Background: an optimization exercise with open tools, aiming at small area and a short achievable clock period. Do not read the settings as production practice. In this exercise RTL edits were held to simulation tests only and were not proved equivalent to the original. Power is estimated from default activity; no workload was simulated.

$ cat config.mk
export PLATFORM = sky130hd
export DESIGN_NAME = dct2d
export DESIGN_NICKNAME = dct2d
export VERILOG_FILES = /design/flow/design.v
export SDC_FILE = /design/flow/constraint.sdc
export NUM_CORES = 4
export LEC_CHECK = 0
export ABC_CLOCK_PERIOD_IN_PS = 2800
export CAP_MARGIN = 20
export CORE_MARGIN = 2
export CORE_UTILIZATION = 45
export CTS_CLUSTER_DIAMETER = 150
export CTS_CLUSTER_SIZE = 30
export SETUP_SLACK_MARGIN = 4.2
export SLEW_MARGIN = 20
$ cat constraint.sdc
create_clock -name core_clock -period 7.0 [get_ports {clk}]
set_input_delay 1.4000 -clock core_clock [delete_from_list [all_inputs] [get_ports {clk}]]
set_output_delay 1.4000 -clock core_clock [all_outputs]
set_load 0.01 [all_outputs]
$ cat design.v
package dctPkg;
  localparam int SAMPLE_W = 8;
  localparam int STAGE_W  = 10;
  localparam int COL_W    = 12;
  localparam int OUT_W    = 14;
endpackage
module coefRom #(
  parameter int N = 0
) (
  input  logic [2:0]        k,
  output logic signed [9:0] coef
);
  always_comb begin
    case (N)
      0: begin
        case (k)
          3'd0: coef =  10'sd181;
          3'd1: coef =  10'sd251;
          3'd2: coef =  10'sd237;
          3'd3: coef =  10'sd213;
          3'd4: coef =  10'sd181;
          3'd5: coef =  10'sd142;
          3'd6: coef =  10'sd98;
          3'd7: coef =  10'sd50;
          default: coef = '0;
        endcase
      end
      1: begin
        case (k)
          3'd0: coef =  10'sd181;
          3'd1: coef =  10'sd213;
          3'd2: coef =  10'sd98;
          3'd3: coef = -10'sd50;
          3'd4: coef = -10'sd181;
          3'd5: coef = -10'sd251;
          3'd6: coef = -10'sd237;
          3'd7: coef = -10'sd142;
          default: coef = '0;
        endcase
      end
      2: begin
        case (k)
          3'd0: coef =  10'sd181;
          3'd1: coef =  10'sd142;
          3'd2: coef = -10'sd98;
          3'd3: coef = -10'sd251;
          3'd4: coef = -10'sd181;
          3'd5: coef =  10'sd50;
          3'd6: coef =  10'sd237;
          3'd7: coef =  10'sd213;
          default: coef = '0;
        endcase
      end
      3: begin
        case (k)
          3'd0: coef =  10'sd181;
          3'd1: coef =  10'sd50;
          3'd2: coef = -10'sd237;
          3'd3: coef = -10'sd142;
          3'd4: coef =  10'sd181;
          3'd5: coef =  10'sd213;
          3'd6: coef = -10'sd98;
          3'd7: coef = -10'sd251;
          default: coef = '0;
        endcase
      end
      default: coef = '0;
    endcase
  end
endmodule
module dctPass #(
  parameter int IN_W  = 8,
  parameter int OUT_W = 10,
  parameter bit GAPS  = 1
) (
  input  logic                    clk,
  input  logic                    rst_n,
  input  logic signed [IN_W-1:0]  inData,
  input  logic                    inValid,
  output logic signed [OUT_W-1:0] outData,
  output logic                    outValid,
  output logic                    outSoon
);
  localparam int E_W   = IN_W + 1;    
  localparam int W     = OUT_W + 9;
  logic signed [IN_W-1:0]   lineBuf [7];
  logic signed [IN_W-1:0]   hold    [8];
  logic [2:0]               inCnt;
  logic                     groupDone;
  logic                     emit;
  logic [2:0]               kCnt;
  logic                     v1, v2, v3;
  logic [OUT_W-1:0]         hiS [4];
  logic [OUT_W-1:0]         hiC [4];
  logic [3:0]               cy;
  logic [OUT_W-1:0]         a1, b1, a2, b2, a3, b3, a4, b4, a5, b5, a6, b6;
  logic [OUT_W-1:0]         sumS, sumC;
  assign groupDone = inValid && (inCnt == 3'd7);
  always_ff @(posedge clk or negedge rst_n) begin
    if (!rst_n) begin
      inCnt <= '0;
    end else if (inValid) begin
      inCnt <= inCnt + 3'd1;
    end
  end
  always_ff @(posedge clk) begin
    if (inValid || !GAPS) begin
      lineBuf[0] <= inData;
      for (int i = 1; i < 7; i++) lineBuf[i] <= lineBuf[i-1];
    end
  end
  always_ff @(posedge clk) begin
    if (groupDone) begin
      for (int n = 0; n < 7; n++) hold[n] <= lineBuf[6-n];
      hold[7] <= inData;
    end
  end
  always_ff @(posedge clk or negedge rst_n) begin
    if (!rst_n) begin
      emit     <= 1'b0;
      kCnt     <= '0;
      v1       <= 1'b0;
      v2       <= 1'b0;
      v3       <= 1'b0;
      outValid <= 1'b0;
    end else begin
      if (groupDone) begin
        emit <= 1'b1;
        kCnt <= '0;
      end else if (emit) begin
        kCnt <= kCnt + 3'd1;
        if (kCnt == 3'd7) emit <= 1'b0;
      end
      v1       <= emit;
      v2       <= v1;
      v3       <= v2;
      outValid <= v3;
    end
  end
  for (genvar n = 0; n < 4; n++) begin : g_lane
    logic signed [9:0]     coef;
    logic signed [E_W-1:0] opReg;
    logic [4:0]            one, ng;
    logic [3:0]            two;
    logic [W-1:0]          kRow;
    logic [E_W:0]          m [4];
    logic [E_W:0]          u [4];
    logic [E_W-1:0]        m4, u4;
    logic [W-1:0]          r [5];
    logic [W-1:0]          s1, c1, s2, c2, s3, c3, sRow, cRow;
    logic [W-1:0]          csS, csC;
    logic [9:0]            low;
    coefRom #(.N(n)) rom (.k(kCnt), .coef(coef));
    always_ff @(posedge clk) begin
      opReg <= kCnt[0] ? E_W'(hold[n]) - E_W'(hold[7-n])
                       : E_W'(hold[n]) + E_W'(hold[7-n]);
      for (int i = 0; i < 5; i++) begin
        one[i] <= coef[2*i] ^ (i == 0 ? 1'b0 : coef[2*i-1]);
        ng[i]  <= coef[2*i+1] & ~(coef[2*i] & (i == 0 ? 1'b0 : coef[2*i-1]));
      end
      for (int i = 0; i < 4; i++) begin
        two[i] <= (coef[2*i+1] & ~coef[2*i] & (i == 0 ? 1'b1 : ~coef[2*i-1])) |
                  (~coef[2*i+1] & coef[2*i] & (i == 0 ? 1'b0 : coef[2*i-1]));
      end
      kRow <= W'(256) - W'(1 << E_W) - W'(1 << (E_W + 2)) - W'(1 << (E_W + 4))
              - W'(1 << (E_W + 6)) - W'(1 << (E_W + 7))
              + W'(coef[9] & ~coef[7]) * W'(256);
    end
    always_comb begin
      for (int i = 0; i < 4; i++) begin
        m[i] = ((one[i] ? (E_W+1)'(opReg) : '0) | (two[i] ? {opReg, 1'b0} : '0))
               ^ {(E_W+1){ng[i]}};
        u[i] = {~m[i][E_W], m[i][E_W-1:0]};
      end
      m4 = (one[4] ? opReg : '0) ^ {E_W{ng[4]}};
      u4 = {~m4[E_W-1], m4[E_W-2:0]};
      r[0] = W'(u[0]);
      r[1] = (W'(u[1]) << 2) | W'(ng[0]);
      r[2] = (W'(u[2]) << 4) | (W'(ng[1]) << 2);
      r[3] = (W'(u[3]) << 6) | (W'(ng[2]) << 4);
      r[4] = (W'(u4)   << 8) | (W'(ng[3]) << 6);
      s1   = r[0] ^ r[1] ^ r[2];
      c1   = ((r[0] & r[1]) | (r[0] & r[2]) | (r[1] & r[2])) << 1;
      s2   = r[3] ^ r[4] ^ kRow;
      c2   = ((r[3] & r[4]) | (r[3] & kRow) | (r[4] & kRow)) << 1;
      s3   = s1 ^ c1 ^ s2;
      c3   = ((s1 & c1) | (s1 & s2) | (c1 & s2)) << 1;
      sRow = s3 ^ c3 ^ c2;
      cRow = ((s3 & c3) | (s3 & c2) | (c3 & c2)) << 1;
    end
    always_ff @(posedge clk) begin
      csS <= sRow;
      csC <= cRow;
    end
    assign low    = {1'b0, csS[8:0]} + {1'b0, csC[8:0]};
    assign cy[n]  = low[9];
    assign hiS[n] = csS[W-1:9];
    assign hiC[n] = csC[W-1:9];
  end
  always_comb begin
    a1 = hiS[0] ^ hiC[0] ^ hiS[1];
    b1 = (((hiS[0] & hiC[0]) | (hiS[0] & hiS[1]) | (hiC[0] & hiS[1])) << 1) | OUT_W'(cy[0]);
    a2 = hiC[1] ^ hiS[2] ^ hiC[2];
    b2 = (((hiC[1] & hiS[2]) | (hiC[1] & hiC[2]) | (hiS[2] & hiC[2])) << 1) | OUT_W'(cy[1]);
    a3 = a1 ^ b1 ^ a2;
    b3 = (((a1 & b1) | (a1 & a2) | (b1 & a2)) << 1) | OUT_W'(cy[2]);
    a4 = b2 ^ hiS[3] ^ hiC[3];
    b4 = (((b2 & hiS[3]) | (b2 & hiC[3]) | (hiS[3] & hiC[3])) << 1) | OUT_W'(cy[3]);
    a5 = a3 ^ b3 ^ a4;
    b5 = ((a3 & b3) | (a3 & a4) | (b3 & a4)) << 1;
    a6 = a5 ^ b5 ^ b4;
    b6 = ((a5 & b5) | (a5 & b4) | (b5 & b4)) << 1;
  end
  always_ff @(posedge clk) begin
    sumS <= a6;
    sumC <= b6;
  end
  always_ff @(posedge clk) begin
    outData <= sumS + sumC;
  end
  assign outSoon = v3;
endmodule
module transposeBuffer #(
  parameter int W = 10
) (
  input  logic                clk,
  input  logic                rst_n,
  input  logic                wrSoon,
  input  logic signed [W-1:0] wrData,
  output logic signed [W-1:0] rdData,
  output logic                rdValid
);
  logic signed [W-1:0] mem [64];
  logic [5:0]          wrPtr;
  logic                wrPar;
  logic [5:0]          wrAddr;
  logic                wrEn;
  logic                wrLast;
  logic [7:0]          wrHi, wrLo;
  logic [5:0]          rdPtr;
  logic                rdPar;
  logic                rdActive;
  logic [5:0]          rdAddr;
  logic                rdEn;
  logic [7:0]          rdHi, rdLo;
  logic [W-1:0]        rdOr;
  assign wrAddr = wrPar ? {wrPtr[2:0], wrPtr[5:3]} : wrPtr;
  always_comb begin
    logic [5:0] step;
    logic       par;
    if (wrLast) begin
      step = '0;
      par  = ~wrPar;
    end else begin
      step = rdPtr;
      par  = rdPar;
    end
    rdAddr = par ? step : {step[2:0], step[5:3]};
  end
  always_ff @(posedge clk or negedge rst_n) begin
    if (!rst_n) begin
      wrPtr    <= '0;
      wrPar    <= 1'b0;
      wrEn     <= 1'b0;
      wrLast   <= 1'b0;
      rdPtr    <= '0;
      rdPar    <= 1'b0;
      rdActive <= 1'b0;
      rdEn     <= 1'b0;
      rdValid  <= 1'b0;
    end else begin
      wrEn   <= wrSoon;
      wrLast <= wrSoon && (wrPtr == 6'd63);
      if (wrSoon) begin
        wrPtr <= wrPtr + 6'd1;
        if (wrPtr == 6'd63) wrPar <= ~wrPar;
      end
      if (wrLast) begin
        rdActive <= 1'b1;
        rdPtr    <= 6'd1;
        rdPar    <= ~wrPar;
      end else if (rdActive) begin
        rdPtr <= rdPtr + 6'd1;
        if (rdPtr == 6'd0) rdActive <= 1'b0;
      end
      rdEn    <= wrLast || (rdActive && rdPtr != 6'd0);
      rdValid <= rdEn;
    end
  end
  always_ff @(posedge clk) begin
    if (wrSoon) begin
      wrHi <= 8'b1 << wrAddr[5:3];
      wrLo <= 8'b1 << wrAddr[2:0];
    end
    rdHi <= 8'b1 << rdAddr[5:3];
    rdLo <= 8'b1 << rdAddr[2:0];
  end
  always_ff @(posedge clk) begin
    for (int a = 0; a < 8; a++) begin
      for (int b = 0; b < 8; b++) begin
        if (wrEn && wrHi[a] && wrLo[b]) mem[8*a+b] <= wrData;
      end
    end
  end
  always_comb begin
    rdOr = '0;
    for (int a = 0; a < 8; a++) begin
      for (int b = 0; b < 8; b++) begin
        rdOr = rdOr | ({W{rdHi[a] & rdLo[b]}} & mem[8*a+b]);
      end
    end
  end
  always_ff @(posedge clk) begin
    rdData <= rdOr;
  end
endmodule
module dct2d (
  input  logic              clk,
  input  logic              rst_n,
  input  logic              x_valid,
  input  logic signed [7:0] x_data,
  output logic              y_valid,
  output logic signed [13:0] y_data
);
  logic                                xValid;
  logic signed [dctPkg::SAMPLE_W-1:0]  xData;
  logic signed [dctPkg::STAGE_W-1:0]   rowData;
  logic                                rowSoon;
  logic signed [dctPkg::STAGE_W-1:0]   colIn;
  logic                                colInValid;
  logic signed [dctPkg::COL_W-1:0]     colData;
  always_ff @(posedge clk or negedge rst_n) begin
    if (!rst_n) xValid <= 1'b0;
    else        xValid <= x_valid;
  end
  always_ff @(posedge clk) begin
    xData <= x_data;
  end
  dctPass #(
    .IN_W  (dctPkg::SAMPLE_W),
    .OUT_W (dctPkg::STAGE_W),
    .GAPS  (1'b1)
  ) rowPass (
    .clk      (clk),
    .rst_n    (rst_n),
    .inData   (xData),
    .inValid  (xValid),
    .outData  (rowData),
    .outValid (),
    .outSoon  (rowSoon)
  );
  transposeBuffer #(
    .W (dctPkg::STAGE_W)
  ) tBuf (
    .clk     (clk),
    .rst_n   (rst_n),
    .wrSoon  (rowSoon),
    .wrData  (rowData),
    .rdData  (colIn),
    .rdValid (colInValid)
  );
  dctPass #(
    .IN_W  (dctPkg::STAGE_W),
    .OUT_W (dctPkg::COL_W),
    .GAPS  (1'b0)
  ) colPass (
    .clk      (clk),
    .rst_n    (rst_n),
    .inData   (colIn),
    .inValid  (colInValid),
    .outData  (colData),
    .outValid (y_valid),
    .outSoon  ()
  );
  assign y_data = dctPkg::OUT_W'(colData);
endmodule
$ cat run.sh
#!/bin/bash
# synth_recipe.tcl (not shown) runs the flow's synth.tcl, then flattens the netlist and writes it again
# the make line also repeats each setting of config.mk as NAME=value (left out here)
make -C /OpenROAD-flow-scripts/flow DESIGN_CONFIG=/design/flow/config.mk WORK_HOME=/design/flow/orfs CLKGATE_MAP_FILE= SYNTH_SCRIPT=/design/flow/synth_recipe.tcl finish
==> results of run 1 <==
area by class of cell:
type | count | area, um^2
clock buffer | 95 | 1550
clock inverter | 3 | 55.1
fill | 13500 | 79400
inverter | 557 | 2110
multi-input combinational | 3080 | 27000
sequential | 1497 | 38800
tap | 2030 | 2540
timing repair buffer | 92 | 796
power by group through the flow:
| stage | registers [mW] | logic [mW] | clock network [mW] |
|---|---|---|---|
| 3_3_place_gp | 13.9 | 12.7 | 0 |
| 5_1_grt | 14.0 | 15.2 | 4.61 |
| 4_1_cts | 13.7 | 13.1 | 4.33 |
| 6_report | 13.8 | 12.8 | 4.22 |
| 2_1_floorplan | 13.1 | 9.36 | 0 |
| 3_5_place_dp | 13.9 | 13.0 | 0 |
layer usage:
layer | up-vias | GRT usage (%) | part of all wire, %
met5 | - | 0 | 0
met4 | 0 | 6.32 | 2.9
met3 | 235 | 3.92 | 9.1
met2 | 1781 | 35.0 | 46
met1 | 20500 | 31.4 | 42
li1 | 18700 | - | -
cells in the mapped netlist (all sizes together) (15+ instances only):
cell type / number
a211oi: 15
a21o: 20
a21oi: 166
a222oi: 40
a22o: 55
a22oi: 446
and2: 19
and3: 77
buf: 88
clkbuf: 246
dfrtp: 40
dfxtp: 601
edfxtp: 856
fa: 332
ha: 341
inv: 551
mux2i: 23
nand2: 212
nand3: 128
nand4: 34
nor2: 220
nor2b: 30
nor3: 67
nor4: 24
o21ai: 101
o22ai: 21
or3: 16
xnor2: 320
xor2: 223
path summary, 6_finish.rpt:
check | from | endpoint | slack [ps] | depth (start not counted)
min | colPass.lineBuf[3][8]$_DFF_P_ | colPass.lineBuf[4][8]$_DFF_P_ | 360 | 0
max reg2reg | tBuf.rdLo[6]$_SDFF_PN0_ | tBuf.rdData[8]$_DFF_P_ | 4200 | 6
max in group asynchronous | rst_n | colPass.kCnt[0]$_DFFE_PN0P_ | 5620 | 2
min in group asynchronous | rst_n | xValid$_DFF_PN0_ | 780 | 2
max | tBuf.rdLo[6]$_SDFF_PN0_ | tBuf.rdData[8]$_DFF_P_ | 4200 | 6
min reg2reg | colPass.lineBuf[3][8]$_DFF_P_ | colPass.lineBuf[4][8]$_DFF_P_ | 360 | 0
worst max-delay path, delay by kind of cell (launching register included):
kind,cells,cell delay (ps)
flip-flops,1,530
buffers and inverters,1,400
AO/OA/AOI/OAI,1,500
AND/OR/NAND/NOR,4,1140
cells by family after synthesis:
logic type                 Yosys count
xor gates and xnor gates           543
buffers and inverters              891
adders and majority gates          673
DFF                               1497
AOI/OAI and AO/OA                  964
and+or+nand+nor                    868
other                                1
muxes                               30
per-stage QoR:
step | total power, mW | instance area, um^2 | hold slack [ps] | cells | util (%)
6_report | 30.8 | 72900 | 356 | 7354 | 47.9
5_1_grt | 33.8 | 72900 | 360 | 7354 | 47.9
4_1_cts | 31.2 | 72700 | 356 | 7342 | 47.8
3_5_place_dp | 26.9 | 71000 | 315 | 7238 | 46.6
3_3_place_gp | 26.6 | 71000 | 315 | 7237 | 46.6
2_1_floorplan | 22.4 | 69100 | 310 | 5468 | -
registers in the layout (all words and copies together), names as in the netlist, 18 cells and up:
signal                flops
colPass.g_lane.csC       64
colPass.g_lane.csS       64
colPass.g_lane.ng        19
colPass.g_lane.one       18
colPass.g_lane.opReg     44
colPass.hold             80
colPass.lineBuf          70
rowPass.g_lane.csC       56
rowPass.g_lane.csS       56
rowPass.g_lane.ng        19
rowPass.g_lane.one       19
rowPass.g_lane.opReg     36
rowPass.hold             64
rowPass.lineBuf          56
tBuf.mem                640
what timing repair did:
action | CTS | global route
endpoints found under the setup margin | 74 | 43
hold endpoints to repair | 0 | 0
buffers inserted | 6 | 12
pin swaps | 6 | 21
resized for setup | 36 | 49
==> results.sh, run 1 <==
export IMPL_synth_top_area_cell="edfxtp_1"
export IMPL_cp_required_ps=7490
export IMPL_grt_overflow_total=0
export IMPL_cts_max_level=2
export IMPL_hold_class="flip-flop to flip-flop"
export IMPL_yosys_cell_types_count=63
export IMPL_numPortBuffers=25
export IMPL_p_per_area_mw_per_mm2=422
export IMPL_final_max_slew_viol_count=0
export IMPL_max_cap_violations=0
export IMPL_synth_edff_count=856
export IMPL_switching_power_mw=11.9
export IMPL_fin_setup_tns_ps=0
export IMPL_die_area_mm2=0.157
export IMPL_p_comb_share_pct=41.6
export IMPL_wl_per_cell_um=23.7
export IMPL_synthCells=5467
export IMPL_cts_tree="yes"
export IMPL_end_kind="flip-flop"
export IMPL_tightest_slew_ps=1210
export IMPL_drc=0
export IMPL_dp_hpwl_um=118000
export IMPL_slowest_stage="dfxtp_2"
export IMPL_numCtsBuffers=55
export IMPL_drt_initial_drc_count=4923
export IMPL_ir_drop_uv=414
export IMPL_cp_max_fo=30
export IMPL_p_sw_share_pct=38.5
export IMPL_leakagePower_nw=28.2
export IMPL_antenna_found_initial=1
export IMPL_rsz0062_at_grt="yes"
export IMPL_synth_seq_cells=1497
export IMPL_clockRootBuffer="clkbuf_16"
export IMPL_crit_arrival_ps=3290
export IMPL_synth_top_area_share_pct=37.2
export IMPL_final_common_cell="edfxtp_1"
export IMPL_synth_simple_gate_area_share_pct=6.00
export IMPL_synth_top_family_by_area="adder cells"
export IMPL_yosysSeqAreaShare_pct=56.1
export IMPL_cpPeakStageDelay_ps=530
export IMPL_crit_type="flip-flop to flip-flop"
export IMPL_synthesis_area_mm2=0.0691
export IMPL_antenna_cells=0
export IMPL_cts_buffer_depth=3
export IMPL_p_seq_share_pct=44.7
export IMPL_fp_row_count=143
export IMPL_final_cell_mix="856 x edfxtp_1, 551 x dfxtp_1, 545 x inv_1"
export IMPL_syn_to_final_growth_pct=5.51
export IMPL_drt_first_pass_iters=7
export IMPL_globalplace_congestion=0.905
export IMPL_hold_violations=0
export IMPL_numClockSinks=1497
export IMPL_viasPerCell=5.61
export IMPL_grt_pass1_wl_um=263000
export IMPL_synthTopCellsByArea="edfxtp_1 37%, dfxtp_1 17%, fa_1 9.6%"
export IMPL_synth_flop_cell="edfxtp_1"
export IMPL_synth_compound_area_share_pct=9.86
export IMPL_ctsHoldBuffers=0
export IMPL_die_w_um=396
export IMPL_syn_avg_cell_area_um2=12.6
export IMPL_layout_setup_ws_ps=4200
export IMPL_grt_max_degree=69
export IMPL_clk_pin_slew_ps=120
export IMPL_synth_area_mux_share_pct=0.447
export IMPL_routed_wl_um=174000
export IMPL_io_pins=26
export IMPL_fin_skew_ps=35.0
export IMPL_vias=41200
export IMPL_ant_nets=0
export IMPL_async_reset_ff_share_pct=2.67
export IMPL_ys_warn_count=41
export IMPL_relSlewSlack_pct=19.4
export IMPL_status="no timing/DRC/antenna violations"
export IMPL_final_setup_viol_count=0
export IMPL_grt_use_total_pct=22.1
export IMPL_drive_above_1_share_pct=4.43
export IMPL_clk_latency_ps=730
export IMPL_post_place_ws_ps=3760
export IMPL_synth_fa_ha_area_share_pct=15.8
export IMPL_power_frac_clock_pct=13.7
export IMPL_chipHeight_um=396
export IMPL_synth_xor_area_share_pct=6.88
export IMPL_start_kind="flip-flop"
export IMPL_initial_core_util_pct=45.4
export IMPL_core_area_mm2=0.152
export IMPL_p_int_mw=18.9
export IMPL_final_nets=5967
export IMPL_crit_chain="buf_4, a222oi_1, nor2b_1, or4_1, nor4_1, nand4_1"
export IMPL_max_clock_freq_mhz=357
export IMPL_grt_pass1_vias=41200
export IMPL_min_period_over_period_pct=40.0
export IMPL_period_minus_slack_ps=2800
==> run 2: changes to the inputs <==
--- a/config.mk
+++ b/config.mk
@@ -11,4 +11,2 @@
 export CORE_UTILIZATION = 45
-export CTS_CLUSTER_DIAMETER = 150
-export CTS_CLUSTER_SIZE = 30
 export SETUP_SLACK_MARGIN = 4.2
==> results.sh, run 2 <==
export IMPL_syn_to_final_growth_pct=10.8
export IMPL_slowest_stage="a222oi_1"
export IMPL_crit_arrival_ps=3430
export IMPL_ys_warn_count=41
export IMPL_grt_pass1_wl_um=268000
export IMPL_p_per_area_mw_per_mm2=459
export IMPL_synth_edff_count=856
export IMPL_fp_row_count=143
export IMPL_cpPeakStageDelay_ps=550
export IMPL_antenna_found_initial=2
export IMPL_async_reset_ff_share_pct=2.67
export IMPL_clk_latency_ps=810
export IMPL_hold_violations=0
export IMPL_final_core_util_pct=50.3
export IMPL_leakagePower_nw=29.9
export IMPL_viasPerCell=5.58
export IMPL_relSlewSlack_pct=18.9
export IMPL_p_comb_share_pct=36.6
export IMPL_grt_overflow_total=0
export IMPL_min_period_over_period_pct=40.8
export IMPL_numPortBuffers=25
export IMPL_cts_tree="yes"
export IMPL_drt_first_pass_iters=8
export IMPL_crit_family="simple AND/OR/NAND/NOR gates"
export IMPL_top_regs="tBuf.mem (640), colPass.hold (80), colPass.lineBuf (70)"
export IMPL_drive_above_1_share_pct=7.50
export IMPL_drt_initial_drc_count=4916
export IMPL_fin_setup_tns_ps=0
export IMPL_wl_per_cell_um=23.5
export IMPL_post_place_ws_ps=3760
export IMPL_initial_core_util_pct=45.4
export IMPL_vias=42100
export IMPL_crit_type="flip-flop to flip-flop"
export IMPL_ctsHoldBuffers=0
export IMPL_final_setup_viol_count=0
export IMPL_p_sw_share_pct=36.6
export IMPL_synthTopCellsByArea="edfxtp_1 37%, dfxtp_1 17%, fa_1 9.6%"
export IMPL_fin_skew_ps=35.8
export IMPL_ant_nets=0
export IMPL_numCtsBuffers=160
export IMPL_power_frac_clock_pct=24.0
export IMPL_regMostFlops="tBuf.mem"
export IMPL_grt_pass1_vias=42400
export IMPL_final_cell_mix="856 x edfxtp_1, 554 x dfxtp_1, 544 x inv_1"
export IMPL_path_buf_inv=1
export IMPL_finalPower_mw=35.1
export IMPL_synth_flop_cell="edfxtp_1"
export IMPL_period_minus_slack_ps=2850
export IMPL_switching_power_mw=12.9
export IMPL_final_nets=6068
export IMPL_status="no timing/DRC/antenna violations"
export IMPL_ir_drop_uv=385
export IMPL_yosys_cell_types_count=63
export IMPL_chipHeight_um=396
export IMPL_clockRootBuffer="clkbuf_16"
export IMPL_synthesis_area_mm2=0.0691
export IMPL_synth_seq_cells=1497
export IMPL_synth_most_common_cell="edfxtp_1"
export IMPL_drc=0
export IMPL_crit_chain="buf_4, a222oi_1, nor2b_1, or4_1, nor4_1, nand4_1"
export IMPL_grt_use_total_pct=22.7
export IMPL_synth_top_area_cell="edfxtp_1"
export IMPL_clk_pin_slew_ps=60
export IMPL_reg2reg_slack_ps=4150
export IMPL_globalplace_congestion=0.905
export IMPL_cp_max_fo=30
export IMPL_layout_cells_non_filler=7550
export IMPL_rsz0062_at_grt="yes"
export IMPL_die_area_mm2=0.157
export IMPL_hold_class="flip-flop to flip-flop"
export IMPL_max_cap_violations=0
export IMPL_grt_max_degree=69
export IMPL_final_common_cell="edfxtp_1"
export IMPL_cp_required_ps=7580
export IMPL_dpl_cell_count=7238
export IMPL_io_pins=26
export IMPL_end_kind="flip-flop"
export IMPL_stdcell_area_mm2=0.0765
export IMPL_routed_wl_um=177000
export IMPL_cts_max_level=4
export IMPL_dpl_instance_area_mm2=0.0710
export IMPL_layout_setup_ws_ps=4150
export IMPL_largest_reg_flops=640
export IMPL_synth_top_area_share_pct=37.2
export IMPL_die_w_um=396
export IMPL_synthCells=5467
export IMPL_yosysSeqAreaShare_pct=56.1
export IMPL_p_int_mw=22.2
export IMPL_start_kind="flip-flop"
export IMPL_max_clock_freq_mhz=350
export IMPL_p_seq_share_pct=39.3
export IMPL_dp_hpwl_um=118000
export IMPL_whs_ps=326
export IMPL_tightest_slew_ps=1220
export IMPL_final_max_slew_viol_count=0
export IMPL_core_area_mm2=0.152
export IMPL_cts_buffer_depth=3
export IMPL_numClockSinks=1497
export IMPL_synthTopCellsByCount="856 x edfxtp_1, 601 x dfxtp_1, 551 x inv_1"
export IMPL_syn_avg_cell_area_um2=12.6
[run 2: changes by cell type in the layout (fill, tap and decap cells not counted), moves of 4 or more]
cell and delta:
clkbuf_1 -4, clkinv_1 +18, dlygate4sd2_1 -13, bufinv_16 +9
inv_6 +4, clkdlybuf4s15_1 +9, buf_4 -4, clkbuf_8 +15
inv_16 +6, clkinv_2 +31, clkinvlp_4 +8, clkbuf_16 +107
[run 2: worst register-to-register path: cells and delay by family, from the launching register on]
| family | cells | cell delay [ps] |
|---|---|---|
| compound gates | 1 | 570 |
| buf+inv | 1 | 410 |
| flops | 1 | 500 |
| simple gates | 4 | 1150 |
[run 2: cell families (layout without fill, tap and decap cells)]
family                     count (synthesis)  in the layout  share of synthesized area [%]
AOI/OAI and AO/OA                        964            964                           9.86
xor gates and xnor gates                 543            543                           6.88
adders and majority gates                673            673                           15.8
buffers and inverters                    891            940                           4.95
DFF                                     1497           1497                           56.1
muxes                                     30             30                          0.447
other                                      1              5                        0.00543
and+or+nand+nor                          868            868                           6.00
[run 2: worst paths after layout]
check                                               to  depth (start not counted)                    start
hold reg to reg             rowPass.outData[0]$_DFF_P_                          0  rowPass.sumS[0]$_DFF_P_
hold / removal              rowPass.outData[0]$_DFF_P_                          0  rowPass.sumS[0]$_DFF_P_
max in group asynchronous  colPass.kCnt[0]$_DFFE_PN0P_                          2                    rst_n
setup reg to reg                tBuf.rdData[8]$_DFF_P_                          6  tBuf.rdLo[6]$_SDFF_PN0_
setup / recovery                tBuf.rdData[8]$_DFF_P_                          6  tBuf.rdLo[6]$_SDFF_PN0_
min in group asynchronous             xValid$_DFF_PN0_                          2                    rst_n
[run 2: power groups by stage]
stage	logic [mW]	clock network (mW)	registers, mW
floorplan	9.36	0	13.1
global placement	12.7	0	13.9
detailed placement	13.0	0	13.9
CTS	13.2	8.59	13.8
global route	15.2	8.95	14.0
finish	12.9	8.44	13.8
[run 2: repair_timing]
item,in CTS,in global routing
pin swaps,8,29
gates resized for setup,53,45
setup endpoints to repair,69,41
buffers inserted,6,8
[run 2: layer usage]
metal | GRT usage, % | part of all wire, % | wire (um) | vias up
met5 | 0 | 0 | 0 | -
met4 | 7.56 | 3.3 | 5770 | 0
met3 | 5.53 | 9.6 | 17000 | 320
met2 | 35.2 | 45 | 80400 | 1856
met1 | 31.2 | 42 | 74100 | 20900
li1 | - | - | - | 19000
[run 2: layout make-up]
| type | instances | area [um^2] |
|---|---|---|
| tap | 2030 | 2540 |
| clock buffer | 213 | 4420 |
| antenna | 3 | 7.51 |
| sequential | 1497 | 38800 |
| inverter | 557 | 2110 |
| clock inverter | 82 | 840 |
| fill | 13100 | 75700 |
| multi-input combinational | 3080 | 27000 |
| timing repair buffer | 88 | 776 |
==> run 3: changes to the inputs <==
--- a/config.mk
+++ b/config.mk
@@ -11,2 +11,4 @@
 export CORE_UTILIZATION = 45
+export CTS_CLUSTER_DIAMETER = 100
+export CTS_CLUSTER_SIZE = 24
 export SETUP_SLACK_MARGIN = 4.2
==> results.sh, run 3 <==
export IMPL_status="no timing/DRC/antenna violations"
export IMPL_drt_first_pass_iters=8
export IMPL_ir_drop_uv=388
export IMPL_fin_skew_ps=40.2
export IMPL_cts_tree="yes"
export IMPL_max_cap_violations=0
export IMPL_wl_met1_um=73900
export IMPL_switching_power_mw=12.1
export IMPL_core_area_mm2=0.152
export IMPL_drive_above_1_share_pct=4.94
export IMPL_min_period_over_period_pct=40.0
export IMPL_synthCells=5467
export IMPL_final_cell_mix="856 x edfxtp_1, 552 x dfxtp_1, 545 x inv_1"
export IMPL_cp_required_ps=7470
export IMPL_numClockSinks=1497
export IMPL_cts_buffer_depth=3
export IMPL_largest_reg_flops=640
export IMPL_final_max_slew_viol_count=0
export IMPL_crit_type="flip-flop to flip-flop"
export IMPL_grt_max_degree=69
export IMPL_crit_arrival_ps=3270
export IMPL_chipHeight_um=396
export IMPL_synth_top_family_by_area="adder cells"
export IMPL_rsz0062_at_grt="yes"
export IMPL_fin_setup_tns_ps=0
export IMPL_die_area_mm2=0.157
export IMPL_ant_nets=0
export IMPL_hold_class="flip-flop to flip-flop"
export IMPL_tightest_slew_ps=1230
export IMPL_yosysSeqAreaShare_pct=56.1
export IMPL_relSlewSlack_pct=17.8
export IMPL_top_layer_used="met5"
export IMPL_worstSetupStartpoint="tBuf.rdLo[6]$_SDFF_PN0_"
export IMPL_synth_most_common_cell="edfxtp_1"
export IMPL_synthesis_area_mm2=0.0691
export IMPL_fp_row_count=143
export IMPL_end_kind="flip-flop"
export IMPL_hold_violations=0
export IMPL_reg2reg_depth=6
export IMPL_die_w_um=396
export IMPL_synth_edff_count=856
export IMPL_clk_latency_ps=720
export IMPL_clk_pin_slew_ps=100
export IMPL_vias=41300
export IMPL_synth_seq_cells=1497
export IMPL_drc=0
export IMPL_p_per_area_mw_per_mm2=430
export IMPL_yosys_cell_types_count=63
export IMPL_syn_to_final_growth_pct=6.57
export IMPL_grt_pass1_wl_um=264000
export IMPL_numCtsBuffers=75
export IMPL_dr_wl_met2_um=79600
export IMPL_synth_simple_gate_area_share_pct=6.00
export IMPL_final_core_util_pct=48.4
export IMPL_p_sw_share_pct=38.2
export IMPL_globalplace_congestion=0.905
export IMPL_final_common_cell="edfxtp_1"
export IMPL_initial_core_util_pct=45.4
export IMPL_nFillCells=13400
export IMPL_numPortBuffers=25
export IMPL_synthTopCellsByCount="856 x edfxtp_1, 601 x dfxtp_1, 551 x inv_1"
export IMPL_r2r_start="tBuf.rdLo[6]$_SDFF_PN0_"
export IMPL_final_setup_viol_count=0
export IMPL_synth_top_area_share_pct=37.2
export IMPL_p_int_mw=19.6
export IMPL_async_reset_ff_share_pct=2.67
export IMPL_ys_warn_count=41
export IMPL_routed_wl_um=175000
export IMPL_antenna_found_initial=2
export IMPL_dp_hpwl_um=118000
export IMPL_max_clock_freq_mhz=357
export IMPL_leakagePower_nw=28.5
export IMPL_rr_endpoint="tBuf.rdData[8]$_DFF_P_"
export IMPL_antenna_cells=0
export IMPL_p_seq_share_pct=43.4
export IMPL_wl_per_cell_um=23.7
export IMPL_synth_xor_area_share_pct=6.88
export IMPL_synth_area_mux_share_pct=0.447
export IMPL_final_nets=5989
export IMPL_synthTopCellsByArea="edfxtp_1 37%, dfxtp_1 17%, fa_1 9.6%"
export IMPL_p_comb_share_pct=40.4
export IMPL_synth_fa_ha_area_share_pct=15.8
export IMPL_syn_avg_cell_area_um2=12.6
export IMPL_cts_max_level=3
export IMPL_cp_max_fo=30
export IMPL_reg2reg_slack_ps=4200
export IMPL_finalPower_mw=31.7
export IMPL_critPathCapture="tBuf.rdData[8]$_DFF_P_"
export IMPL_period_minus_slack_ps=2800
export IMPL_grt_use_total_pct=22.3
export IMPL_viasPerCell=5.59
export IMPL_synth_flop_cell="edfxtp_1"
export IMPL_power_frac_clock_pct=16.1
export IMPL_clockRootBuffer="clkbuf_16"
export IMPL_top_regs="tBuf.mem (640), colPass.hold (80), colPass.lineBuf (70)"
export IMPL_regMostFlops="tBuf.mem"
export IMPL_synth_compound_area_share_pct=9.86
export IMPL_drt_initial_drc_count=4879
export IMPL_dr_wl_met3_um=16000
export IMPL_synth_top_area_cell="edfxtp_1"
export IMPL_io_pins=26
export IMPL_grt_pass1_vias=41300
export IMPL_grt_overflow_total=0
export IMPL_start_kind="flip-flop"
## run 3: final cells by class
class | instances | area [um^2] | area share [%]
Clock inverter | 10 | 160 | 0.218
Inverter | 557 | 2110 | 2.86
Sequential cell | 1497 | 38800 | 52.7
Clock buffer | 124 | 2170 | 2.94
Multi-Input combinational cell | 3080 | 27000 | 36.7
Timing Repair Buffer | 94 | 811 | 1.10
Tap cell | 2030 | 2540 | 3.45
## run 3: stage by stage
step / setup WS [ps] / hold slack (ps) / cell area [um^2] / cells
3_3_place_gp: 3790 / 315 / 71000 / 7237
6_report: 4200 / 319 / 73600 / 7392
5_1_grt: 4150 / 336 / 73600 / 7392
2_1_floorplan: 4210 / 310 / 69100 / 5468
4_1_cts: 4180 / 316 / 73400 / 7375
3_5_place_dp: 3760 / 315 / 71000 / 7238
## run 3: repair_timing
item | 4_1_cts | 5_1_grt
setup buffers | 3 | 17
setup endpoints to repair | 73 | 35
pin swaps | 8 | 16
hold buffers | 0 | 0
gates resized for setup | 37 | 44
## run 3: per-layer routing
| metal | track usage [%] | vias to the layer above |
|---|---|---|
| met5 | 0 | - |
| met4 | 6.82 | 2 |
| met3 | 4.52 | 271 |
| met2 | 35.0 | 1752 |
| met1 | 31.3 | 20600 |
| li1 | - | 18800 |
## run 3: power groups by stage
stage          combinational (mW)  sequential, mW  clock [mW]
5_1_grt                      15.2            14.0        5.53
3_5_place_dp                 13.0            13.9           0
6_report                     12.8            13.8        5.11
2_1_floorplan                9.36            13.1           0
4_1_cts                      13.1            13.7        5.23
3_3_place_gp                 12.7            13.9           0
## run 3: worst min-delay path by stage
stage                                             start                             to  slack [ps]  cells after the start
final                           rowPass.sumS[0]$_DFF_P_     rowPass.outData[0]$_DFF_P_         320                      0
after global routing      colPass.lineBuf[3][4]$_DFF_P_  colPass.lineBuf[4][4]$_DFF_P_         340                      0
after CTS                 colPass.lineBuf[3][4]$_DFF_P_  colPass.lineBuf[4][4]$_DFF_P_         320                      0
after detailed placement        rowPass.sumS[0]$_DFF_P_     rowPass.outData[0]$_DFF_P_         310                      0
after global placement          rowPass.sumS[0]$_DFF_P_     rowPass.outData[0]$_DFF_P_         320                      0
after floorplan                 colPass.sumS[0]$_DFF_P_     colPass.outData[0]$_DFF_P_         310                      0
## run 3: logic make-up (layout without fill, tap and decap cells)
family                   count (synthesis)  in the layout
adder cells (fa/ha/maj)                673            673
other                                    1              2
AO/OA/AOI/OAI                          964            964
buffers and inverters                  891            785
AND/OR/NAND/NOR                        868            868
XOR/XNOR                               543            543
multiplexers                            30             30
flip-flops                            1497           1497
## run 3: critical path, cell delays in order (launching register included)
cell and delay (ps):
dfxtp_2 510, buf_4 390, a222oi_1 500, nor2b_1 80
or4_1 510, nor4_1 210, nand4_1 340
==> run 4: changes to the inputs <==
--- a/config.mk
+++ b/config.mk
@@ -7,3 +7,3 @@
 export LEC_CHECK = 0
-export ABC_CLOCK_PERIOD_IN_PS = 2800
+export ABC_CLOCK_PERIOD_IN_PS = 2500
 export CAP_MARGIN = 20
@@ -13,3 +13,3 @@
 export CTS_CLUSTER_SIZE = 24
-export SETUP_SLACK_MARGIN = 4.2
+export SETUP_SLACK_MARGIN = 4.5
 export SLEW_MARGIN = 20
==> results.sh, run 4 <==
export IMPL_cp_required_ps=7590
export IMPL_fin_setup_tns_ps=0
export IMPL_ir_drop_uv=458
export IMPL_clockRootBuffer="clkbuf_16"
export IMPL_rsz0062_at_grt="yes"
export IMPL_die_w_um=396
export IMPL_die_area_mm2=0.157
export IMPL_max_clock_freq_mhz=359
export IMPL_crit_arrival_ps=3380
export IMPL_grt_pass1_wl_um=264000
export IMPL_crit_type="flip-flop to flip-flop"
export IMPL_synth_most_common_cell="edfxtp_1"
export IMPL_synthCells=5467
export IMPL_cp_max_fo=1
export IMPL_chipHeight_um=396
export IMPL_end_kind="flip-flop"
export IMPL_globalplace_congestion=0.920
export IMPL_fin_skew_ps=44.3
export IMPL_cts_max_level=3
export IMPL_clk_pin_slew_ps=90
export IMPL_syn_to_final_growth_pct=9.39
export IMPL_final_cell_mix="856 x edfxtp_1, 531 x inv_1, 404 x a22oi_1"
export IMPL_drive_above_1_share_pct=13.0
export IMPL_cpPeakStageDelay_ps=480
export IMPL_core_area_mm2=0.152
export IMPL_finalPower_mw=31.8
export IMPL_grt_max_degree=85
export IMPL_grt_use_total_pct=22.3
export IMPL_antenna_found_initial=3
export IMPL_ys_warn_count=41
export IMPL_ctsHoldBuffers=0
export IMPL_ant_nets=0
export IMPL_async_reset_ff_share_pct=2.67
export IMPL_wl_per_cell_um=23.7
export IMPL_antenna_cells=0
export IMPL_synthTopCellsByCount="856 x edfxtp_1, 601 x dfxtp_1, 551 x inv_1"
export IMPL_crit_chain="ha_4, a41o_1, a21o_1, a21o_1, a21oi_4, fa_1, inv_2, fa_2, ha_4"
export IMPL_hold_class="flip-flop to flip-flop"
export IMPL_drt_first_pass_iters=6
export IMPL_largest_reg_flops=640
export IMPL_tightest_slew_ps=1290
export IMPL_clk_latency_ps=710
export IMPL_synth_top_area_cell="edfxtp_1"
export IMPL_yosysSeqAreaShare_pct=56.1
export IMPL_dp_hpwl_um=118000
export IMPL_synth_flop_cell="edfxtp_1"
export IMPL_whs_ps=337
export IMPL_slowest_stage="fa_1"
export IMPL_final_max_slew_viol_count=0
export IMPL_viasPerCell=5.64
export IMPL_hold_violations=0
export IMPL_grt_overflow_total=0
export IMPL_synth_compound_area_share_pct=9.86
export IMPL_layout_setup_ws_ps=4220
export IMPL_p_per_area_mw_per_mm2=421
export IMPL_cts_tree="yes"
export IMPL_vias=42100
export IMPL_final_nets=6067
export IMPL_relSlewSlack_pct=14.0
export IMPL_status="no timing/DRC/antenna violations"
export IMPL_regMostFlops="tBuf.mem"
export IMPL_drc=0
export IMPL_numPortBuffers=25
export IMPL_post_place_ws_ps=3810
export IMPL_final_common_cell="edfxtp_1"
export IMPL_io_pins=26
export IMPL_routed_wl_um=177000
export IMPL_fp_row_count=143
export IMPL_drt_initial_drc_count=5024
export IMPL_yosys_cell_types_count=63
export IMPL_synth_edff_count=856
export IMPL_cts_buffer_depth=3
export IMPL_leakagePower_nw=29.0
export IMPL_synth_top_family_by_area="adder cells"
export IMPL_synth_fa_ha_area_share_pct=15.8
export IMPL_grt_pass1_vias=41400
export IMPL_numClockSinks=1497
export IMPL_synthesis_area_mm2=0.0691
export IMPL_final_setup_viol_count=0
export IMPL_initial_core_util_pct=45.4
export IMPL_synthTopCellsByArea="edfxtp_1 37%, dfxtp_1 17%, fa_1 9.6%"
export IMPL_crit_family="adder cells"
export IMPL_synth_area_mux_share_pct=0.447
export IMPL_min_period_over_period_pct=39.8
export IMPL_synth_simple_gate_area_share_pct=6.00
export IMPL_period_minus_slack_ps=2780
export IMPL_numCtsBuffers=74
export IMPL_syn_avg_cell_area_um2=12.6
export IMPL_stdcell_area_mm2=0.0756
export IMPL_synth_top_area_share_pct=37.2
export IMPL_path_buf_inv=1
export IMPL_dpl_instance_area_mm2=0.0710
export IMPL_max_cap_violations=0
export IMPL_synth_seq_cells=1497
export IMPL_top_regs="tBuf.mem (640), colPass.hold (80), colPass.lineBuf (70)"
export IMPL_start_kind="flip-flop"
export IMPL_synth_xor_area_share_pct=6.88
## run 4: cell count changes in the layout (fill, tap and decap cells not counted), moves of 16 or more
cell / change
buf_4: +61
fa_1: -19
a22oi_2: +42
fa_2: +19
dfxtp_4: +91
dfxtp_1: -188
ha_1: -17
a22oi_1: -42
dfxtp_2: +97
buf_6: +16
## run 4: through the flow
stage | cells | util (%)
floorplan | 5468 | -
global placement | 7234 | 46.6
detailed placement | 7234 | 46.6
CTS | 7402 | 48.5
global route | 7468 | 49.6
finish | 7468 | 49.6
## run 4: timing repair
action                                  CTS  global route
cloned                                    2             0
setup buffers                            35            65
pin swaps                                43           113
resized for setup                       291           339
endpoints found under the setup margin  191           210
endpoints found under the hold margin     0             0
## run 4: final timing paths
check / slack [ps] / depth (start not counted) / end / start
setup / recovery: 4220 / 9 / colPass.sumS[0]$_DFF_P_ / colPass.g_lane[0].csC[5]$_DFF_P_
hold / removal: 340 / 0 / colPass.outData[0]$_DFF_P_ / colPass.sumS[0]$_DFF_P_
setup reg to reg: 4220 / 9 / colPass.sumS[0]$_DFF_P_ / colPass.g_lane[0].csC[5]$_DFF_P_
hold reg to reg: 340 / 0 / colPass.outData[0]$_DFF_P_ / colPass.sumS[0]$_DFF_P_
max in group asynchronous: 5630 / 2 / colPass.kCnt[0]$_DFFE_PN0P_ / rst_n
min in group asynchronous: 810 / 2 / xValid$_DFF_PN0_ / rst_n
## run 4: cell families after synthesis
family          Yosys count
compound gates          964
flops                  1497
other cells               1
xor+xnor                543
fa+ha+maj               673
mux                      30
buf+inv                 891
simple gates            868
## run 4: report_power, final
part,switching (mW),internal [mW]
Combinational,7.56,5.31
Sequential,1.79,12.3
Clock,2.82,2.08
Total,12.2,19.6
## run 4: per-layer routing
layer	GRT usage, %	vias up	routed length, um
li1	-	18900	-
met1	30.8	21000	72900
met2	35.5	1927	81500
met3	4.20	312	16500
met4	7.10	4	5940
met5	0	-	23
## run 4: area by class of cell
type	instances	area, um^2
Multi-Input combinational cell	3080	27900
Clock inverter	10	106
Timing Repair Buffer	173	1570
Clock buffer	121	2070
Inverter	557	2110
Tap cell	2030	2540
Sequential cell	1497	39300
Fill cell	13200	76700
## run 4: worst register-to-register path, delay by kind of cell (launching register included)
kind                     cells  cell delay (ps)
flip-flops                   1              340
adder cells (fa/ha/maj)      4             1400
AO/OA/AOI/OAI                4              850
buffers and inverters        1               70
==> run 5: changes to the inputs <==
--- a/config.mk
+++ b/config.mk
@@ -11,4 +11,2 @@
 export CORE_UTILIZATION = 45
-export CTS_CLUSTER_DIAMETER = 100
-export CTS_CLUSTER_SIZE = 24
 export SETUP_SLACK_MARGIN = 4.5
==> results.sh, run 5 <==
export IMPL_max_cap_violations=0
export IMPL_path_buf_inv=1
export IMPL_ant_nets=0
export IMPL_synth_top_area_cell="edfxtp_1"
export IMPL_die_area_mm2=0.157
export IMPL_grt_pass1_wl_um=268000
export IMPL_grt_pass1_vias=42400
export IMPL_drt_initial_drc_count=5118
export IMPL_antenna_cells=0
export IMPL_fin_skew_ps=30.7
export IMPL_status="no timing/DRC/antenna violations"
export IMPL_drt_first_pass_iters=8
export IMPL_numPortBuffers=25
export IMPL_end_kind="primary output"
export IMPL_final_common_cell="edfxtp_1"
export IMPL_yosys_cell_types_count=63
export IMPL_globalplace_congestion=0.920
export IMPL_min_to="colPass.outData[0]$_DFF_P_"
export IMPL_routed_wl_um=179000
export IMPL_hold_violations=0
export IMPL_drive_above_1_share_pct=15.6
export IMPL_async_reset_ff_share_pct=2.67
export IMPL_worstHoldPathCells=0
export IMPL_wl_per_cell_um=23.5
export IMPL_synth_seq_cells=1497
export IMPL_stdcell_area_mm2=0.0787
export IMPL_antenna_found_initial=2
export IMPL_dp_hpwl_um=118000
export IMPL_yosysSeqAreaShare_pct=56.1
export IMPL_viasPerCell=5.60
export IMPL_final_cell_mix="856 x edfxtp_1, 532 x inv_1, 406 x a22oi_1"
export IMPL_hold_class="flip-flop to flip-flop"
export IMPL_period_minus_slack_ps=2780
export IMPL_crit_family="flip-flops"
export IMPL_fp_row_count=143
export IMPL_largest_reg_flops=640
export IMPL_tightest_slew_ps=1230
export IMPL_numClockSinks=1497
export IMPL_reg2reg_slack_ps=4320
export IMPL_synth_top_area_share_pct=37.2
export IMPL_max_clock_freq_mhz=359
export IMPL_final_max_slew_viol_count=0
export IMPL_finalPower_mw=35.2
export IMPL_syn_avg_cell_area_um2=12.6
export IMPL_hp_start="colPass.sumS[0]$_DFF_P_"
export IMPL_synth_edff_count=856
export IMPL_rr_endpoint="rowPass.sumS[0]$_DFF_P_"
export IMPL_ctsHoldBuffers=0
export IMPL_clockRootBuffer="clkbuf_16"
export IMPL_fin_setup_tns_ps=0
export IMPL_initial_core_util_pct=45.4
export IMPL_crit_type="flip-flop to primary output"
export IMPL_die_w_um=396
export IMPL_ir_drop_uv=456
export IMPL_io_pins=26
export IMPL_crit_arrival_ps=1380
export IMPL_numCtsBuffers=160
export IMPL_ys_warn_count=41
export IMPL_r2r_start="rowPass.g_lane[0].csC[5]$_DFF_P_"
export IMPL_regMostFlops="tBuf.mem"
export IMPL_cp_required_ps=5600
export IMPL_dpl_instance_area_mm2=0.0710
export IMPL_final_nets=6155
export IMPL_rsz0062_at_grt="yes"
export IMPL_nFillCells=12800
export IMPL_relSlewSlack_pct=17.7
export IMPL_synth_most_common_cell="edfxtp_1"
export IMPL_synthesis_area_mm2=0.0691
export IMPL_syn_to_final_growth_pct=13.9
export IMPL_reg2reg_depth=9
export IMPL_synthCells=5467
export IMPL_p_per_area_mw_per_mm2=448
export IMPL_cts_buffer_depth=3
export IMPL_top_regs="tBuf.mem (640), colPass.hold (80), colPass.lineBuf (70)"
export IMPL_final_setup_viol_count=0
export IMPL_synthTopCellsByArea="edfxtp_1 37%, dfxtp_1 17%, fa_1 9.6%"
export IMPL_clk_latency_ps=800
export IMPL_dpl_cell_count=7234
export IMPL_start_kind="flip-flop"
export IMPL_slowest_stage="dfrtp_2"
export IMPL_core_area_mm2=0.152
export IMPL_final_core_util_pct=51.7
export IMPL_grt_max_degree=85
export IMPL_drc=0
export IMPL_synth_flop_cell="edfxtp_1"
export IMPL_leakagePower_nw=30.6
export IMPL_crit_chain="buf_6"
export IMPL_vias=42800
export IMPL_min_period_over_period_pct=39.8
export IMPL_cts_tree="yes"
export IMPL_cp_max_fo=1
export IMPL_chipHeight_um=396
export IMPL_grt_overflow_total=0
export IMPL_cts_max_level=4
export IMPL_clk_pin_slew_ps=60
export IMPL_cpPeakStageDelay_ps=460
export IMPL_register_area_mm2=0.0392
export IMPL_multi_input_area_mm2=0.0280
export IMPL_grt_use_total_pct=22.6
export IMPL_layout_cells_non_filler=7632
export IMPL_synthTopCellsByCount="856 x edfxtp_1, 601 x dfxtp_1, 551 x inv_1"
[run 5: metal layers]
| layer | GRT usage [%] | part of all wire (%) | up-vias |
|---|---|---|---|
| li1 | - | - | 19200 |
| met5 | 0 | 0.017 | - |
| met2 | 35.7 | 46 | 1973 |
| met1 | 30.8 | 41 | 21200 |
| met4 | 7.79 | 3.5 | 4 |
| met3 | 5.10 | 9.4 | 385 |
[run 5: worst max-delay path by stage]
stage | start | endpoint | slack, ps | cells past startpoint
after global routing | colPass.outValid$_DFF_PN0_ | y_valid | 4190 | 1
after global placement | rowPass.g_lane[3].ng[2]$_DFF_P_ | rowPass.g_lane[1].csS[11]$_DFF_P_ | 3820 | 7
after floorplan | colPass.kCnt[0]$_DFFE_PN0P_ | colPass.g_lane[0].opReg[9]$_DFF_P_ | 4400 | 11
after detailed placement | rowPass.g_lane[3].ng[2]$_DFF_P_ | rowPass.g_lane[1].csS[11]$_DFF_P_ | 3810 | 7
final | colPass.outValid$_DFF_PN0_ | y_valid | 4220 | 1
after CTS | colPass.outValid$_DFF_PN0_ | y_valid | 4180 | 1
[run 5: final cells by class]
cell class	instances	area share (%)
Sequential cell	1497	49.8
Clock buffer	210	5.61
Inverter	557	2.69
Multi-Input combinational cell	3080	35.5
Timing Repair Buffer	175	2.02
Tap cell	2030	3.23
Clock inverter	83	1.08
[run 5: kinds of logic after synthesis]
| group | Yosys count | synth area share [%] |
|---|---|---|
| mux | 30 | 0.447 |
| flops | 1497 | 56.1 |
| simple gates | 868 | 6.00 |
| buf+inv | 891 | 4.95 |
| other cells | 1 | 0.00543 |
| compound gates | 964 | 9.86 |
| fa+ha+maj | 673 | 15.8 |
| xor+xnor | 543 | 6.88 |
[run 5: worst reg2reg max path, cell delays in order (launching register included)]
cell and delay, ps:
dfxtp_1 300, ha_1 270, a41o_1 180, a21o_1 160
a21o_1 180, a21oi_4 250, fa_2 500, inv_2 70
fa_2 420, ha_2 320
[run 5: report_power, final]
| part | leakage (nW) | internal [mW] | total [mW] | switching [mW] |
|---|---|---|---|---|
| Clock | 2.57 | 4.83 | 8.42 | 3.59 |
| Sequential | 13.4 | 12.3 | 14.1 | 1.78 |
| Combinational | 14.6 | 5.26 | 12.8 | 7.51 |
| Total | 30.6 | 22.4 | 35.2 | 12.9 |
[run 5: what timing repair did]
item,4_1_cts,5_1_grt
cloned,2,0
pin swaps,48,114
setup buffers,39,63
resized for setup,304,324
setup endpoints to repair,193,187
[run 5: metrics by stage]
step | setup WS, ps | hold slack [ps]
global route | 4190 | 341
detailed placement | 3810 | 320
global placement | 3820 | 316
CTS | 4180 | 333
floorplan | 4400 | 310
finish | 4220 | 329
==> run 6: changes to the inputs <==
--- a/design.v
+++ b/design.v
@@ -73,3 +73,4 @@
   parameter int OUT_W = 10,
-  parameter bit GAPS  = 1
+  parameter bit GAPS  = 1,
+  parameter bit OUT_REG = 1
 ) (
@@ -136,3 +137,3 @@
       v3       <= v2;
-      outValid <= v3;
+      outValid <= OUT_REG ? v3 : v2;
     end
@@ -217,6 +218,11 @@
   end
-  always_ff @(posedge clk) begin
-    outData <= sumS + sumC;
+  if (OUT_REG) begin : g_outReg
+    always_ff @(posedge clk) begin
+      outData <= sumS + sumC;
+    end
+    assign outSoon = v3;
+  end else begin : g_outComb
+    assign outData = sumS + sumC;
+    assign outSoon = v2;
   end
-  assign outSoon = v3;
 endmodule
@@ -269,3 +275,2 @@
       rdEn     <= 1'b0;
-      rdValid  <= 1'b0;
     end else begin
@@ -286,3 +291,2 @@
       rdEn    <= wrLast || (rdActive && rdPtr != 6'd0);
-      rdValid <= rdEn;
     end
@@ -312,5 +316,4 @@
   end
-  always_ff @(posedge clk) begin
-    rdData <= rdOr;
-  end
+  assign rdData  = rdOr;
+  assign rdValid = rdEn;
 endmodule
@@ -331,9 +334,4 @@
   logic signed [dctPkg::COL_W-1:0]     colData;
-  always_ff @(posedge clk or negedge rst_n) begin
-    if (!rst_n) xValid <= 1'b0;
-    else        xValid <= x_valid;
-  end
-  always_ff @(posedge clk) begin
-    xData <= x_data;
-  end
+  assign xValid = x_valid;
+  assign xData  = x_data;
   dctPass #(
@@ -341,3 +339,4 @@
     .OUT_W (dctPkg::STAGE_W),
-    .GAPS  (1'b1)
+    .GAPS  (1'b1),
+    .OUT_REG (1'b0)
   ) rowPass (
@@ -364,3 +363,4 @@
     .OUT_W (dctPkg::COL_W),
-    .GAPS  (1'b0)
+    .GAPS  (1'b0),
+    .OUT_REG (1'b1)
   ) colPass (
--- a/config.mk
+++ b/config.mk
@@ -7,3 +7,3 @@
 export LEC_CHECK = 0
-export ABC_CLOCK_PERIOD_IN_PS = 2500
+export ABC_CLOCK_PERIOD_IN_PS = 2800
 export CAP_MARGIN = 20
@@ -11,3 +11,5 @@
 export CORE_UTILIZATION = 45
-export SETUP_SLACK_MARGIN = 4.5
+export CTS_CLUSTER_DIAMETER = 100
+export CTS_CLUSTER_SIZE = 24
+export SETUP_SLACK_MARGIN = 4.2
 export SLEW_MARGIN = 20
==> results.sh, run 6 <==
export IMPL_status="no timing/DRC/antenna violations"
export IMPL_synth_flop_cell="edfxtp_1"
export IMPL_vias=41600
export IMPL_synth_top_area_cell="edfxtp_1"
export IMPL_initial_core_util_pct=45.2
export IMPL_grt_use_total_pct=22.6
export IMPL_fin_setup_tns_ps=0
export IMPL_max_cap_violations=0
export IMPL_crit_arrival_ps=3400
export IMPL_final_common_cell="edfxtp_1"
export IMPL_numPortBuffers=25
export IMPL_largest_reg_flops=640
export IMPL_die_area_mm2=0.155
export IMPL_routed_wl_um=178000
export IMPL_async_reset_ff_share_pct=2.52
export IMPL_cts_max_level=3
export IMPL_syn_to_final_growth_pct=7.12
export IMPL_tightest_slew_ps=1200
export IMPL_final_max_slew_viol_count=0
export IMPL_yosysSeqAreaShare_pct=55.7
export IMPL_dpl_cell_count=7215
export IMPL_grt_max_degree=69
export IMPL_start_kind="flip-flop"
export IMPL_globalplace_congestion=0.893
export IMPL_io_pins=26
export IMPL_ant_nets=0
export IMPL_cts_buffer_depth=3
export IMPL_drt_first_pass_iters=8
export IMPL_ys_warn_count=40
export IMPL_top_regs="tBuf.mem (640), colPass.hold (80), colPass.lineBuf (70)"
export IMPL_rsz0062_at_grt="yes"
export IMPL_wl_per_cell_um=24.2
export IMPL_dp_hpwl_um=121000
export IMPL_synthCells=5444
export IMPL_final_setup_viol_count=0
export IMPL_relSlewSlack_pct=20.3
export IMPL_die_w_um=394
export IMPL_period_minus_slack_ps=2910
export IMPL_core_area_mm2=0.152
export IMPL_synth_top_area_share_pct=37.6
export IMPL_cp_required_ps=7490
export IMPL_cp_max_fo=22
export IMPL_layout_cells_non_filler=7371
export IMPL_post_place_ws_ps=3520
export IMPL_ir_drop_uv=804
export IMPL_grt_pass1_wl_um=266000
export IMPL_drc=0
export IMPL_clk_pin_slew_ps=100
export IMPL_leakagePower_nw=28.3
export IMPL_synthTopCellsByCount="856 x edfxtp_1, 573 x dfxtp_1, 557 x inv_1"
export IMPL_fin_skew_ps=70.9
export IMPL_final_nets=5965
export IMPL_grt_overflow_total=0
export IMPL_synthTopCellsByArea="edfxtp_1 38%, dfxtp_1 17%, fa_1 9.7%"
export IMPL_numCtsBuffers=73
export IMPL_reg2reg_depth=6
export IMPL_yosys_cell_types_count=68
export IMPL_clk_latency_ps=740
export IMPL_antenna_found_initial=2
export IMPL_synthesis_area_mm2=0.0684
export IMPL_synth_most_common_cell="edfxtp_1"
export IMPL_min_period_over_period_pct=41.6
export IMPL_fp_row_count=143
export IMPL_syn_avg_cell_area_um2=12.6
export IMPL_p_per_area_mw_per_mm2=481
export IMPL_slowest_stage="a21oi_1"
export IMPL_cpPeakStageDelay_ps=690
export IMPL_synth_seq_cells=1466
export IMPL_max_clock_freq_mhz=344
export IMPL_final_cell_mix="856 x edfxtp_1, 548 x inv_1, 541 x dfxtp_1"
export IMPL_crit_family="buffers and inverters"
export IMPL_crit_chain="buf_4, buf_4, clkinvlp_4, a21oi_1, nor3_1, nand4_1"
export IMPL_hold_violations=0
export IMPL_end_kind="flip-flop"
export IMPL_crit_top_cell="buf_4"
export IMPL_chipHeight_um=394
export IMPL_worstHoldPathCells=0
export IMPL_grt_pass1_vias=41200
export IMPL_viasPerCell=5.64
export IMPL_dpl_instance_area_mm2=0.0704
export IMPL_path_buf_inv=3
export IMPL_regMostFlops="tBuf.mem"
export IMPL_cts_tree="yes"
export IMPL_drt_initial_drc_count=4630
export IMPL_drive_above_1_share_pct=5.26
export IMPL_ctsHoldBuffers=0
export IMPL_layout_setup_ws_ps=4090
export IMPL_numClockSinks=1466
export IMPL_synth_edff_count=856
export IMPL_crit_type="flip-flop to flip-flop"
export IMPL_clockRootBuffer="clkbuf_16"
export IMPL_hold_class="flip-flop to flip-flop"
export IMPL_stdcell_area_mm2=0.0733
export IMPL_worst_path_stages=6
==> run 6: worst reg2reg max path: stages, from the launching register on <==
cell and delay [ps]:
dfxtp_1 340, buf_4 220, buf_4 410, clkinvlp_4 500, a21oi_1 690, nor3_1 190
nand4_1 320
==> run 6: cell families after synthesis <==
kind of cell               share of synthesized area [%]
buffers and inverters                               4.99
AOI/OAI and AO/OA                                   9.98
DFF                                                 55.7
adders and majority gates                           15.9
muxes                                              0.391
xor gates and xnor gates                            6.96
and+or+nand+nor                                     6.05
other                                            0.00548
==> run 6: metal layers <==
| metal | GRT usage [%] | vias up | share of wire, % |
|---|---|---|---|
| met5 | 0 | - | 0.015 |
| met3 | 3.52 | 302 | 8.0 |
| met1 | 31.1 | 20700 | 42 |
| met4 | 8.37 | 4 | 3.8 |
| li1 | - | 18700 | - |
| met2 | 36.4 | 1848 | 46 |
==> run 6: repair_timing <==
item | in CTS | in global routing
pin swaps | 11 | 26
buffers inserted | 1 | 20
setup endpoints to repair | 279 | 314
resized for setup | 66 | 68
==> run 6: through the flow <==
step / utilization (%) / hold slack, ps / total power [mW]
6_report: 48.4 / 352 / 35.3
5_1_grt: 48.4 / 356 / 38.2
4_1_cts: 48.1 / 350 / 35.4
3_5_place_dp: 46.5 / 334 / 30.3
3_3_place_gp: 46.5 / 333 / 29.9
2_1_floorplan: - / 310 / 24.6
==> run 6: final timing paths <==
| kind | start | endpoint | slack [ps] |
|---|---|---|---|
| max in group asynchronous | rst_n | rowPass.kCnt[0]$_DFFE_PN0P_ | 5620 |
| worst max register to register | tBuf.rdLo[0]$_SDFF_PP0_ | colPass.hold[7][3]$_DFFE_PP_ | 4090 |
| min in group asynchronous | rst_n | tBuf.rdPtr[3]$_DFFE_PN0P_ | 780 |
| worst min register to register | colPass.sumS[0]$_DFF_P_ | colPass.outData[0]$_DFF_P_ | 350 |
| worst min-delay path | colPass.sumS[0]$_DFF_P_ | colPass.outData[0]$_DFF_P_ | 350 |
| worst max-delay path | tBuf.rdLo[0]$_SDFF_PP0_ | colPass.hold[7][3]$_DFFE_PP_ | 4090 |
==> run 6: layout make-up <==
class | count | area (um^2)
repair buffers | 96 | 883
flip-flops and latches | 1466 | 38200
multi-input cells | 3084 | 27300
diodes | 3 | 7.51
clock buffers | 118 | 2030
fillers | 13300 | 78200
well taps | 2030 | 2540
inverters | 560 | 2120
clock inverters | 14 | 249
==> run 6: power by group <==
group | internal [mW] | switching [mW]
clock | 2.14 | 2.88
sequential | 13.6 | 1.63
combinational | 5.65 | 9.41
total | 21.4 | 13.9
==> run 7: changes to the inputs <==
--- a/config.mk
+++ b/config.mk
@@ -7,3 +7,3 @@
 export LEC_CHECK = 0
-export ABC_CLOCK_PERIOD_IN_PS = 2800
+export ABC_CLOCK_PERIOD_IN_PS = 2500
 export CAP_MARGIN = 20
@@ -13,3 +13,3 @@
 export CTS_CLUSTER_SIZE = 24
-export SETUP_SLACK_MARGIN = 4.2
+export SETUP_SLACK_MARGIN = 4.5
 export SLEW_MARGIN = 20
==> results.sh, run 7 <==
export IMPL_path_buf_inv=1
export IMPL_clockRootBuffer="clkbuf_16"
export IMPL_synthesis_area_mm2=0.0684
export IMPL_leakagePower_nw=29.2
export IMPL_drt_first_pass_iters=6
export IMPL_power_frac_clock_pct=13.5
export IMPL_final_setup_viol_count=0
export IMPL_die_w_um=394
export IMPL_cts_tree="yes"
export IMPL_syn_avg_cell_area_um2=12.6
export IMPL_clk_latency_ps=730
export IMPL_crit_arrival_ps=1320
export IMPL_max_cap_violations=0
export IMPL_ir_drop_uv=1120
export IMPL_stdcell_area_mm2=0.0759
export IMPL_dr_wl_met2_um=85900
export IMPL_p_int_mw=22.2
export IMPL_grt_pass1_vias=41900
export IMPL_min_to="colPass.outData[0]$_DFF_P_"
export IMPL_async_reset_ff_share_pct=2.52
export IMPL_fin_skew_ps=52.0
export IMPL_ctsHoldBuffers=0
export IMPL_p_seq_share_pct=41.7
export IMPL_yosysSeqAreaShare_pct=55.7
export IMPL_ant_nets=0
export IMPL_layout_setup_ws_ps=4280
export IMPL_syn_to_final_growth_pct=10.9
export IMPL_drc=0
export IMPL_post_place_ws_ps=3930
export IMPL_synth_top_area_share_pct=37.6
export IMPL_largest_reg_flops=640
export IMPL_dp_hpwl_um=123000
export IMPL_globalplace_congestion=0.897
export IMPL_crit_chain="buf_2"
export IMPL_core_area_mm2=0.152
export IMPL_drive_above_1_share_pct=14.3
export IMPL_status="no timing/DRC/antenna violations"
export IMPL_grt_max_degree=65
export IMPL_wl_per_cell_um=24.8
export IMPL_hold_violations=0
export IMPL_initial_core_util_pct=45.2
export IMPL_io_pins=26
export IMPL_slowest_stage="dfrtp_1"
export IMPL_regMostFlops="tBuf.mem"
export IMPL_reg2reg_slack_ps=4290
export IMPL_yosys_cell_types_count=68
export IMPL_final_max_slew_viol_count=0
export IMPL_switching_power_mw=14.7
export IMPL_ys_warn_count=40
run 7: through the flow:
stage	utilization, %	instances	total power [mW]	hold WS [ps]
2_1_floorplan	-	5445	24.7	310
3_3_place_gp	46.5	7216	30.2	321
3_5_place_dp	46.5	7216	30.4	318
4_1_cts	49.0	7406	36.5	339
5_1_grt	50.1	7464	39.7	345
6_report	50.1	7466	37.0	338
run 7: worst max-delay path by stage:
stage                                                start                            to
final                           colPass.outValid$_DFF_PN0_                       y_valid
after global routing      rowPass.g_lane[1].csC[5]$_DFF_P_       rowPass.sumS[0]$_DFF_P_
after CTS                 colPass.g_lane[0].csC[5]$_DFF_P_       colPass.sumS[0]$_DFF_P_
after detailed placement                           x_valid  rowPass.hold[0][4]$_DFFE_PP_
after global placement             tBuf.rdHi[2]$_SDFF_PP0_  colPass.hold[7][0]$_DFFE_PP_
after floorplan                    rowPass.sumC[1]$_DFF_P_      tBuf.mem[0][9]$_DFFE_PP_
run 7: final cells by class:
type / count / area (um^2) / share of cell area (%)
repair buffers: 192 / 1980 / 2.60
diodes: 2 / 5.00 / 0.00659
clock buffers: 117 / 2030 / 2.68
clock inverters: 15 / 255 / 0.336
flip-flops and latches: 1466 / 38600 / 50.9
well taps: 2030 / 2540 / 3.35
multi-input cells: 3084 / 28400 / 37.4
inverters: 560 / 2140 / 2.81
run 7: kinds of logic (layout without fill, tap and decap cells):
| group | after synthesis | after routing | synth area share (%) |
|---|---|---|---|
| XOR/XNOR | 544 | 544 | 6.96 |
| adder cells (fa/ha/maj) | 673 | 673 | 15.9 |
| flip-flops | 1466 | 1466 | 55.7 |
| other | 1 | 4 | 0.00548 |
| buffers and inverters | 895 | 884 | 4.99 |
| AO/OA/AOI/OAI | 968 | 968 | 9.98 |
| multiplexers | 26 | 26 | 0.391 |
| AND/OR/NAND/NOR | 871 | 871 | 6.05 |
run 7: routing by layer:
metal  GRT usage [%]  vias to the layer above
met2            37.1                     2000
met5               0                        -
met1            31.8                    21200
met3            3.95                      403
li1                -                    18900
met4            9.03                        2
run 7: repair_timing:
| action | 4_1_cts | 5_1_grt |
|---|---|---|
| pin swaps | 77 | 101 |
| cloned | 7 | 4 |
| gates resized for setup | 398 | 308 |
| buffers inserted | 51 | 54 |
| setup endpoints to repair | 536 | 417 |
run 7: worst register-to-register path, cell delays in order, from the launching register on:
cell	delay (ps)
dfxtp_1	310
ha_1	280
a41o_1	190
a21o_1	170
a21o_1	190
a21oi_4	250
fa_2	510
inv_2	60
fa_2	450
ha_4	270
run 7: power by group through the flow:
stage               sequential [mW]  combinational, mW  clock, mW
global route                   15.6               18.7       5.41
floorplan                      14.3               10.4          0
finish                         15.4               16.6       5.00
global placement               15.5               14.7          0
CTS                            15.3               16.1       5.10
detailed placement             15.5               15.0          0

-- static timing again, ports no longer ideal --
Ports are ideal in the flow. The routed layouts listed here were re-timed in OpenROAD.
Step 1 assumes that a clkbuf_16 drives the clock port and a buf_2 every other input.
Step 2, shift: input delay + t, output delay - t, t = (earliest + latest rising clock arrival at the registers) / 2. This alone moves slack from input paths to output paths.
Slacks: ideal / step 1 / step 2; pairs: ideal / step 1.
run | t (ns) | setup WS [ns]
run 1 | 0.784 | 4.198 / 4.198 / 4.198
run 2 | 0.863 | 4.147 / 4.147 / 4.147
run 3 | 0.772 | 4.202 / 4.202 / 4.202
run 4 | 0.763 | 4.215 / 4.215 / 4.215
run 5 | 0.852 | 4.216 / 4.144 / 4.321
run 6 | 0.781 | 4.091 / 4.091 / 3.712
run 7 | 0.791 | 4.285 / 4.198 / 3.979
After both steps setup and hold are still met in every run listed.
